Context: an optimization exercise on an open-source flow, tuned for small area. The choices shown serve that exercise and are no tape-out recipe.
Function was checked by simulation only, so behaviour that the tests miss may differ from the original.
Power figures rest on the tool's default switching activity, not on a simulated workload.

Setup of job 3048:
// pcs_rx_top
module pcs_rx_top (
	input wire logic                    clk,
	input wire logic                    rst_i,
	input wire logic                    blk_v_i,
	input wire logic [2-1:0]  head_i,
	input wire logic [64-1:0]  data_i,
	input wire logic                    hold_i,  
	output logic                        ovf_o,   
	output logic                        blk_v_o,
	output logic                        ctrl_v_o,
	output logic                        idle_v_o,
	output logic [((0) ? 1 : 2)-1:0] start_v_o,
	output logic                        term_v_o,
	output logic                        err_v_o,
	output logic                        ord_v_o,
	output logic [64-1:0]      data_o,
	output logic [(64 / 8)-1:0]      keep_o
);
localparam int DW    = 64;
localparam int HW    = 2;
localparam int BW    = HW + DW;
localparam int DEPTH = 8;
localparam int HIST_W = 58;
localparam int TAP_N  = 39;
logic [HIST_W-1:0]    hist_q;
logic [HIST_W+DW-1:0] stream;
logic [DW-1:0]        descr;
assign stream = {data_i, hist_q};
always_comb begin
	for (int i = 0; i < DW; i++) begin
		descr[i] = stream[HIST_W + i] ^ stream[HIST_W - TAP_N + i] ^ stream[i];
	end
end
hold_reg #(.W(HIST_W)) hist_reg (
	.clk(clk), .ld(blk_v_i & ~rst_i), .keep(~blk_v_i & ~rst_i),
	.d(data_i[DW-1:DW-HIST_W]), .q(hist_q)
);
logic [BW-1:0]    mem [DEPTH];  
logic [DEPTH-1:0] occ_q;        
logic             pend_q;       
logic             drop_q;       
logic             rd_v_q;
logic [BW-1:0]    rd_blk_q;
logic             rd_en;
logic             full_nx;      
logic             shift;
logic             wr;
logic [DEPTH-1:0] sel;          
  ...
clock: 4.0 ns
lec_check: 0
cap_margin: 20
core_margin: 2
core_utilization: 60
slew_margin: 20
synth_hierarchical: 1
synth_minimum_keep_size: 0
standard.sh (not shown) runs the stock make flow with config.mk's settings and CLKGATE_MAP_FILE= SYNTH_SCRIPT=/design/flow/synth_recipe.tcl, a recipe that flattens the netlist after the stock synthesis.
==> flow/flow/run.sh <==
#!/bin/bash
# The standard layout, with two changes: ports are buffered with the
# smallest buffer, and the clock tree uses fewer, smaller buffers and no
# dummy loads. ORFS writes each step's log under orfs/logs; the make output
# goes to flow.log here.
set -euo pipefail
export BUFFER_PORTS_ARGS="-buffer_cell sky130_fd_sc_hd__buf_1"
export CTS_ARGS="-sink_clustering_enable -repair_clock_nets -dont_use_dummy_load -buf_list sky130_fd_sc_hd__clkbuf_4 -sink_clustering_size 12 -sink_clustering_max_diameter 30"
bash standard.sh > flow.log 2>&1
Job 3048 went all the way through synthesis, placement and routing and the layout is clean on timing, DRC and antenna.
## Diff of input files: job 3745 against job 3048
- CORE_UTILIZATION now 50, was 60
diff --git a/flow/flow/run.sh b/flow/flow/run.sh
--- a/flow/flow/run.sh
+++ b/flow/flow/run.sh
@@ -7,3 +7,4 @@
 export BUFFER_PORTS_ARGS="-buffer_cell sky130_fd_sc_hd__buf_1"
-export CTS_ARGS="-sink_clustering_enable -repair_clock_nets -dont_use_dummy_load -buf_list sky130_fd_sc_hd__clkbuf_4 -sink_clustering_size 12 -sink_clustering_max_diameter 30"
+export RECOVER_POWER=100
+export CTS_ARGS="-sink_clustering_enable -repair_clock_nets -dont_use_dummy_load -buf_list sky130_fd_sc_hd__clkbuf_4 -sink_clustering_size 10 -sink_clustering_max_diameter 40"
 bash standard.sh > flow.log 2>&1
[summary]
Job 3745 finished every stage; the final checks, however, were not passed, the failures being max-capacitance violations, max-slew violations. Job 3048 completed; timing, DRC and antenna clean. Higher part of the power in the clock network was reported by job 3048, not job 3745. Between job 3745 and job 3048, the final area figures differ only marginally. [compare] base=job 3048 new=job 3745: total core area has increased, overall global routing resource usage has decreased. Clock skew after layout (lower): job 3048. Post-route worst setup slack on job 3745 is behind job 3048. Job 3745 against job 3048: sequential share of layout area essentially unchanged; overall power shrank by about 2.3%; share of the clock period used by the worst path increased by 2.2 points relative to the old numbers. Compared with job 3048, job 3745 instantiates a larger number of cells.
Relative to job 3745, the following input files were edited for job 1700:
- swapping 50 for 60 in CORE_UTILIZATION
==> flow/flow/run.sh <==
#!/bin/bash
# The standard layout, with two changes: ports are buffered with the
# smallest buffer, and the clock tree uses fewer, smaller buffers and no
# dummy loads. ORFS writes each step's log under orfs/logs; the make output
# goes to flow.log here.
set -euo pipefail
export BUFFER_PORTS_ARGS="-buffer_cell sky130_fd_sc_hd__buf_1"
export CTS_ARGS="-sink_clustering_enable -repair_clock_nets -dont_use_dummy_load -buf_list sky130_fd_sc_hd__clkbuf_4 -sink_clustering_size 10 -sink_clustering_max_diameter 60"
bash standard.sh > flow.log 2>&1
--- outcome ---
- Job 3745 and job 1700: one clean run, job 1700; the rest did not finish clean.
- Job 3745: flow complete, layout not clean; failing: max-capacitance violations, max-slew violations
- In job 1700 the critical path buffer and inverter count turned out 1 lower than in job 3745.
- Synthesized netlist net count: job 3745 vs job 1700 identical
- The maximum clock frequency of job 1700 is higher than that of job 3745.
- Diff job 3745 -> job 1700: required time at the worst-slack endpoint down 1590 ps; fraction of layout cells with a size suffix above 1 saw a decrease.
Inputs modified between job 1700 and job 5231:
- CORE_UTILIZATION changed from 60 to 50
diff --git a/flow/flow/run.sh b/flow/flow/run.sh
--- a/flow/flow/run.sh
+++ b/flow/flow/run.sh
@@ -7,3 +7,3 @@
 export BUFFER_PORTS_ARGS="-buffer_cell sky130_fd_sc_hd__buf_1"
-export CTS_ARGS="-sink_clustering_enable -repair_clock_nets -dont_use_dummy_load -buf_list sky130_fd_sc_hd__clkbuf_4 -sink_clustering_size 10 -sink_clustering_max_diameter 60"
+export CTS_ARGS="-sink_clustering_enable -repair_clock_nets -dont_use_dummy_load -buf_list sky130_fd_sc_hd__clkbuf_4 -sink_clustering_size 10 -sink_clustering_max_diameter 40"
 bash standard.sh > flow.log 2>&1
[summary]
- The flow did not stop early for job 5231: all stages ran, and the layout cleared the timing, DRC and antenna checks.
- Against job 1700, wire length of the first global-routing pass in job 5231 came out worse.
- Diff job 1700 -> job 5231 | switching power summed over all nets | increase of 2.7%
- Summary: internal power contribution, job 5231 worse than job 1700

========
The RTL this note starts from:
==> flow/design.v <==
`default_nettype none
`default_nettype wire
`default_nettype none
module hold_reg #(
	parameter int W = 1
) (
	input  wire logic         clk,
	input  wire logic         ld,
	input  wire logic         keep,
	input  wire logic [W-1:0] d,
	output logic      [W-1:0] q
);
always_ff @(posedge clk) begin
	q <= (d & {W{ld}}) | (q & {W{keep}});
end
endmodule
module aoi222 (
	input  wire logic a0, s0, a1, s1, a2, s2,
	output logic      y
);
assign y = ~((a0 & s0) | (a1 & s1) | (a2 & s2));
endmodule
module or_aoi22 (
	input  wire logic a0, s0, a1, s1, y0, y1,
	output logic      y
);
assign y = ~(y0 & y1 & ~((a0 & s0) | (a1 & s1)));
endmodule
`default_nettype wire
`default_nettype none
module pcs_rx_top (
	input wire logic                    clk,
	input wire logic                    rst_i,
	input wire logic                    blk_v_i,
	input wire logic [2-1:0]  head_i,
	input wire logic [64-1:0]  data_i,
	input wire logic                    hold_i,  
	output logic                        ovf_o,   
	output logic                        blk_v_o,
	output logic                        ctrl_v_o,
	output logic                        idle_v_o,
	output logic [((0) ? 1 : 2)-1:0] start_v_o,
	output logic                        term_v_o,
	output logic                        err_v_o,
	output logic                        ord_v_o,
	output logic [64-1:0]      data_o,
	output logic [(64 / 8)-1:0]      keep_o
);
localparam int DW    = 64;
localparam int HW    = 2;
localparam int BW    = HW + DW;
localparam int DEPTH = 8;
localparam int HIST_W = 58;
localparam int TAP_N  = 39;
logic [HIST_W-1:0]    hist_q;
logic [HIST_W+DW-1:0] stream;
logic [DW-1:0]        descr;
assign stream = {data_i, hist_q};
always_comb begin
	for (int i = 0; i < DW; i++) begin
		descr[i] = stream[HIST_W + i] ^ stream[HIST_W - TAP_N + i] ^ stream[i];
	end
end
hold_reg #(.W(HIST_W)) hist_reg (
	.clk(clk), .ld(blk_v_i & ~rst_i), .keep(~blk_v_i & ~rst_i),
	.d(data_i[DW-1:DW-HIST_W]), .q(hist_q)
);
logic [BW-1:0]    mem [DEPTH];  
logic [DEPTH-1:0] occ_q;        
logic             pend_q;       
logic             drop_q;       
logic             rd_v_q;
logic [BW-1:0]    rd_blk_q;
logic             rd_en;
logic             full_nx;      
logic             shift;
logic             wr;
logic [DEPTH-1:0] sel;          
logic [BW-1:0]    rd_mux;
assign rd_en   = (occ_q[1] | (occ_q[0] & ~pend_q)) & ~hold_i;
assign full_nx = occ_q[DEPTH-1] & ~rd_en;
assign shift   = blk_v_i & ~full_nx;
assign wr      = shift & ~rst_i;
logic [BW-1:0] mem_d [DEPTH];
assign mem_d[0] = {head_i, descr};
for (genvar j = 0; j < DEPTH; j++) begin : g_mem
	if (j > 0) begin : g_sh
		assign mem_d[j] = mem[j-1];
	end
	hold_reg #(.W(BW)) entry (
		.clk(clk), .ld(shift), .keep(~shift), .d(mem_d[j]), .q(mem[j])
	);
end
always_ff @(posedge clk) begin
	if (rst_i) begin
		occ_q  <= '0;
		pend_q <= 1'b0;
		drop_q <= 1'b0;
		ovf_o  <= 1'b0;
		rd_v_q <= 1'b0;
	end else begin
		case ({wr, rd_en})
			2'b10:   occ_q <= {occ_q[DEPTH-2:0], 1'b1};
			2'b01:   occ_q <= {1'b0, occ_q[DEPTH-1:1]};
			default: occ_q <= occ_q;
		endcase
		pend_q <= wr;
		drop_q <= blk_v_i & full_nx;
		ovf_o  <= drop_q;
		rd_v_q <= rd_en;
	end
end
always_comb begin
	for (int j = 0; j < DEPTH; j++) begin
		sel[j] = occ_q[j] & ~((j < DEPTH-1) ? occ_q[(j+1) % DEPTH] : 1'b0);
	end
end
for (genvar b = 0; b < BW; b++) begin : g_rd
	logic [1:0] y;
	aoi222 g0 (.a0(mem[0][b]), .s0(sel[0]), .a1(mem[1][b]), .s1(sel[1]),
	           .a2(mem[2][b]), .s2(sel[2]), .y(y[0]));
	aoi222 g1 (.a0(mem[3][b]), .s0(sel[3]), .a1(mem[4][b]), .s1(sel[4]),
	           .a2(mem[5][b]), .s2(sel[5]), .y(y[1]));
	or_aoi22 g2 (.a0(mem[6][b]), .s0(sel[6]), .a1(mem[7][b]), .s1(sel[7]),
	             .y0(y[0]), .y1(y[1]), .y(rd_mux[b]));
end
always_ff @(posedge clk) begin
	rd_blk_q <= rd_mux;
end
logic          blk_v_q;
logic [HW-1:0] head_q;
logic [DW-1:0] data_q;
logic [7:0]    bt;
logic          hd, hc;
logic          idle_t, ord_t, st0_t, st4_t, term_t, known;
always_ff @(posedge clk) begin
	if (rst_i) blk_v_q <= 1'b0;
	else       blk_v_q <= rd_v_q;
end
always_ff @(posedge clk) begin
	head_q <= rd_blk_q[BW-1 -: HW];
	data_q <= rd_blk_q[DW-1:0];
end
assign bt     = data_q[7:0];
assign hd     = head_q == 2'b01;
assign hc     = head_q == 2'b10;
assign idle_t = bt == 8'h1e;
assign ord_t  = bt == 8'h4b;
assign st0_t  = bt == 8'h78;
assign st4_t  = bt == 8'h33;
assign term_t = bt == 8'h87 | bt == 8'h99 | bt == 8'haa | bt == 8'hb4 |
                bt == 8'hcc | bt == 8'hd2 | bt == 8'he1 | bt == 8'hff;
assign known  = idle_t | ord_t | st0_t | st4_t | term_t;
assign ctrl_v_o     = blk_v_q & ~hd;
assign idle_v_o     = blk_v_q & hc & idle_t;
assign ord_v_o      = blk_v_q & hc & ord_t;
assign start_v_o[0] = blk_v_q & hc & st0_t;
assign start_v_o[1] = blk_v_q & hc & st4_t;
assign term_v_o     = blk_v_q & hc & term_t;
assign err_v_o      = blk_v_q & ~hd & ~(hc & known);
assign blk_v_o      = blk_v_q;
assign data_o       = data_q;
assign keep_o[0] = bt[6] | bt[5] | bt[4];
assign keep_o[1] = bt[6] | bt[5];
assign keep_o[2] = bt[6] | (bt[5] & bt[4]);
assign keep_o[3] = bt[6];
assign keep_o[4] = bt[6] & (bt[5] | bt[4]);
assign keep_o[5] = bt[6] & bt[5];
assign keep_o[6] = bt[6] & bt[5] & bt[4];
assign keep_o[7] = 1'b0;
endmodule
`default_nettype wire
clock: 4.0 ns
lec_check: 0
cap_margin: 20
core_margin: 2
core_utilization: 70
slew_margin: 20
synth_hierarchical: 1
synth_minimum_keep_size: 0
==> flow/flow/run.sh <==
#!/bin/bash
# The standard layout (the standard.sh, standard synthesis included), with
# two changes: ports are buffered with the smallest buffer, and the clock tree
# uses small buffers in clusters of ten sinks and no dummy loads. ORFS writes
# each step's full log under orfs/logs; the make output goes to flow.log here.
set -euo pipefail
export BUFFER_PORTS_ARGS="-buffer_cell sky130_fd_sc_hd__buf_1"
export CTS_ARGS="-sink_clustering_enable -repair_clock_nets -dont_use_dummy_load -buf_list sky130_fd_sc_hd__clkbuf_4 -sink_clustering_size 10 -sink_clustering_max_diameter 60"
bash standard.sh > flow.log 2>&1
==> next run, changes <==
- CORE_UTILIZATION: 70 -> 55
Effect:
- final area went up by 0.30%
- total power stays flat
- worst setup slack hardly moves
- synthesized cell count is unchanged
- register-to-register slack is better by 210 ps
- utilization came out lower by 15 points
- routed wire length came out higher by 5.5%
- clock power went up by about 2%
==> next run, changes <==
- CORE_UTILIZATION: 55 -> 60
First-iteration DRC count increases slightly; critical path depth does not change; non-clock buffer count decreases by 3.

========
## red
pcs_rx_top, a different RTL version from the one above (not shown whole).
Size: about 1400 cells after synthesis, about 150 I/O pins, about 25000 µm² of cells after synthesis.
==> flow/config.mk <==
export PLATFORM = sky130hd
export DESIGN_NAME = pcs_rx_top
export DESIGN_NICKNAME = pcs_rx_top
export VERILOG_FILES = /design/flow/design.v
export SDC_FILE = /design/flow/constraint.sdc
export NUM_CORES = 4
export LEC_CHECK = 0
export CAP_MARGIN = 20
export CORE_MARGIN = 2
export CORE_UTILIZATION = 40
export SLEW_MARGIN = 20
==> flow/constraint.sdc <==
create_clock -name core_clock -period 4.0 [get_ports {clk}]
set_input_delay 0.8000 -clock core_clock [delete_from_list [all_inputs] [get_ports {clk}]]
set_output_delay 0.8000 -clock core_clock [all_outputs]
set_load 0.01 [all_outputs]
run.sh (not shown) runs the stock make flow with config.mk's settings and CLKGATE_MAP_FILE= SYNTH_SCRIPT=/design/flow/synth_recipe.tcl, a recipe that flattens the netlist after the stock synthesis.
Stock flow here: none of the scripts above is used.
red was carried through to the last stage, and its layout satisfied the timing, DRC and antenna checks.
#### Input delta (blue over red)
==> flow/flow/run.sh (new file) <==
#!/bin/bash
# The standard layout, with two changes: ports are buffered with the
# smallest buffer, and the clock tree uses fewer, smaller buffers and no
# dummy loads. ORFS writes each step's log under orfs/logs; the make output
# goes to flow.log here.
set -euo pipefail
export BUFFER_PORTS_ARGS="-buffer_cell sky130_fd_sc_hd__buf_1"
export CTS_ARGS="-sink_clustering_enable -repair_clock_nets -dont_use_dummy_load -buf_list sky130_fd_sc_hd__clkbuf_4 -sink_clustering_size 10 -sink_clustering_max_diameter 40"
bash standard.sh > flow.log 2>&1
==> flow/standard.sh (new file) <==
#!/bin/bash
# synth_recipe.tcl (not shown) runs the flow's synth.tcl, then flattens the netlist and writes it again
# the make line also repeats each setting of config.mk as NAME=value (left out here)
make -C /OpenROAD-flow-scripts/flow DESIGN_CONFIG=/design/flow/config.mk WORK_HOME=/design/flow/orfs CLKGATE_MAP_FILE= SYNTH_SCRIPT=/design/flow/synth_recipe.tcl "${@:-finish}"
removed: flow/run.sh
==> comparison <==
- Sequential share of layout area for blue: 6.0 points up relative to red
- Fmax: blue higher than red
- Looking at number of nets in the finished design across red and blue, the one that comes out higher is blue.
Input-level comparison between green and blue:
- CORE_UTILIZATION changed from 40 to 75
### Flow results
Compared with blue, green is more frugal on power.
blue and green ended up with roughly the same multi-input combinational cell count.
Sort blue and green by setup slack desc -> top: green

========
pcs_rx_top again, from the RTL that the note above started with.
Settings: LEC_CHECK=0, CAP_MARGIN=20, CORE_MARGIN=2, CORE_UTILIZATION=40, CTS_BUF_LIST=sky130_fd_sc_hd__clkbuf_16, CTS_CLUSTER_DIAMETER=60, CTS_CLUSTER_SIZE=30, SLEW_MARGIN=20; clock period 4.0 ns.
Stock flow here: none of the scripts above is used.
Then changed:
ABC_AREA = 1   (was unset)
CTS_BUF_LIST = unset   (was sky130_fd_sc_hd__clkbuf_16)
CTS_CLUSTER_DIAMETER = unset   (was 60)
CTS_CLUSTER_SIZE = unset   (was 30)
Power grows by well over a third.
Via count grows by roughly a tenth.
Sequential share of layout area shrinks by 3.1 points.
Then changed:
ABC_AREA = unset   (was 1)
CTS_BUF_LIST = sky130_fd_sc_hd__clkbuf_8   (was unset)
CTS_CLUSTER_DIAMETER = 50   (was unset)
CTS_CLUSTER_SIZE = 16   (was unset)
The new run finished clean.
Total power went down by a quarter to a third.
Cell area went down by a few percent.
Register-to-register slack gets better by 0.11 ns.
Area after synthesis went down by a few percent.
Utilization went down by 1.1 points.
Die area went down by a few percent.
Wire length went down slightly.
Fmax went down by roughly a tenth.
Cell count went down by roughly a tenth.
Global-route usage stays flat.
Then changed:
==> flow/flow/run.sh (new file) <==
#!/bin/bash
# The standard layout, with two changes: ports are buffered with the
# smallest buffer, and the clock tree uses fewer, smaller buffers and no
# dummy loads. ORFS writes each step's log under orfs/logs; the make output
# goes to flow.log here.
set -euo pipefail
export BUFFER_PORTS_ARGS="-buffer_cell sky130_fd_sc_hd__buf_1"
export CTS_ARGS="-sink_clustering_enable -repair_clock_nets -dont_use_dummy_load -buf_list sky130_fd_sc_hd__clkbuf_4 -sink_clustering_size 10 -sink_clustering_max_diameter 40"
bash standard.sh > flow.log 2>&1
==> flow/standard.sh (new file) <==
#!/bin/bash
# synth_recipe.tcl (not shown) runs the flow's synth.tcl, then flattens the netlist and writes it again
# the make line also repeats each setting of config.mk as NAME=value (left out here)
make -C /OpenROAD-flow-scripts/flow DESIGN_CONFIG=/design/flow/config.mk WORK_HOME=/design/flow/orfs CLKGATE_MAP_FILE= SYNTH_SCRIPT=/design/flow/synth_recipe.tcl "${@:-finish}"
CORE_UTILIZATION = 60   (was 40)
CTS_BUF_LIST = unset   (was sky130_fd_sc_hd__clkbuf_8)
CTS_CLUSTER_DIAMETER = unset   (was 50)
CTS_CLUSTER_SIZE = unset   (was 16)
removed: flow/run.sh
Result: Worst setup slack gets better by 0.33 ns; critical path depth stays the same; area after synthesis stays the same; cell count shrinks by about 14%; total power decreases by 13%; utilization went up by 18 points.

[re-timing with driven ports]
The results above use ideal ports. As a check the final layouts listed here were re-extracted and re-timed, cells and wires unchanged. Step 1, drivers: a clkbuf_16 drives clk and a buf_2 each remaining input, both assumed. Step 2, shift: input delay + t, output delay - t, t = (earliest + latest rising clock arrival at the registers) / 2. This alone moves slack from input paths to output paths. Three values: ideal, step 1, step 2; two values: the first two.
run	t (ns)	slack for setup (ns)	worst setup path at the end
job 3048	0.853	0.617 / 0.562 / 1.294	input to register
job 3745	0.879	0.531 / 0.512 / 0.014	input to register
job 1700	0.843	0.597 / 0.543 / 1.310	input to register
job 5231	0.875	0.661 / 0.604 / 1.255	input to register
the first run of note 2	0.810	0.662 / 0.608 / 1.150	input to register
the second run of note 2	0.850	0.663 / 0.610 / 1.335	input to register
the third run of note 2	0.835	0.718 / 0.664 / 1.373	input to register
red	0.663	0.434 / 0.372 / 1.000	input to register
blue	0.888	0.547 / 0.482 / 1.314	input to register
green	0.831	0.608 / 0.559 / 1.269	input to register
the first run of note 4	0.661	0.420 / 0.358 / 0.988	input to register
the second run of note 4	0.665	0.814 / 0.758 / 0.969	input to register
the third run of note 4	0.732	0.339 / 0.278 / 0.990	input to register
the fourth run of note 4	0.834	0.667 / 0.614 / 1.298	input to register
The setup slack of job 3745, which loses most, moves by -0.019 ns with the drivers and by -0.517 ns with both steps.
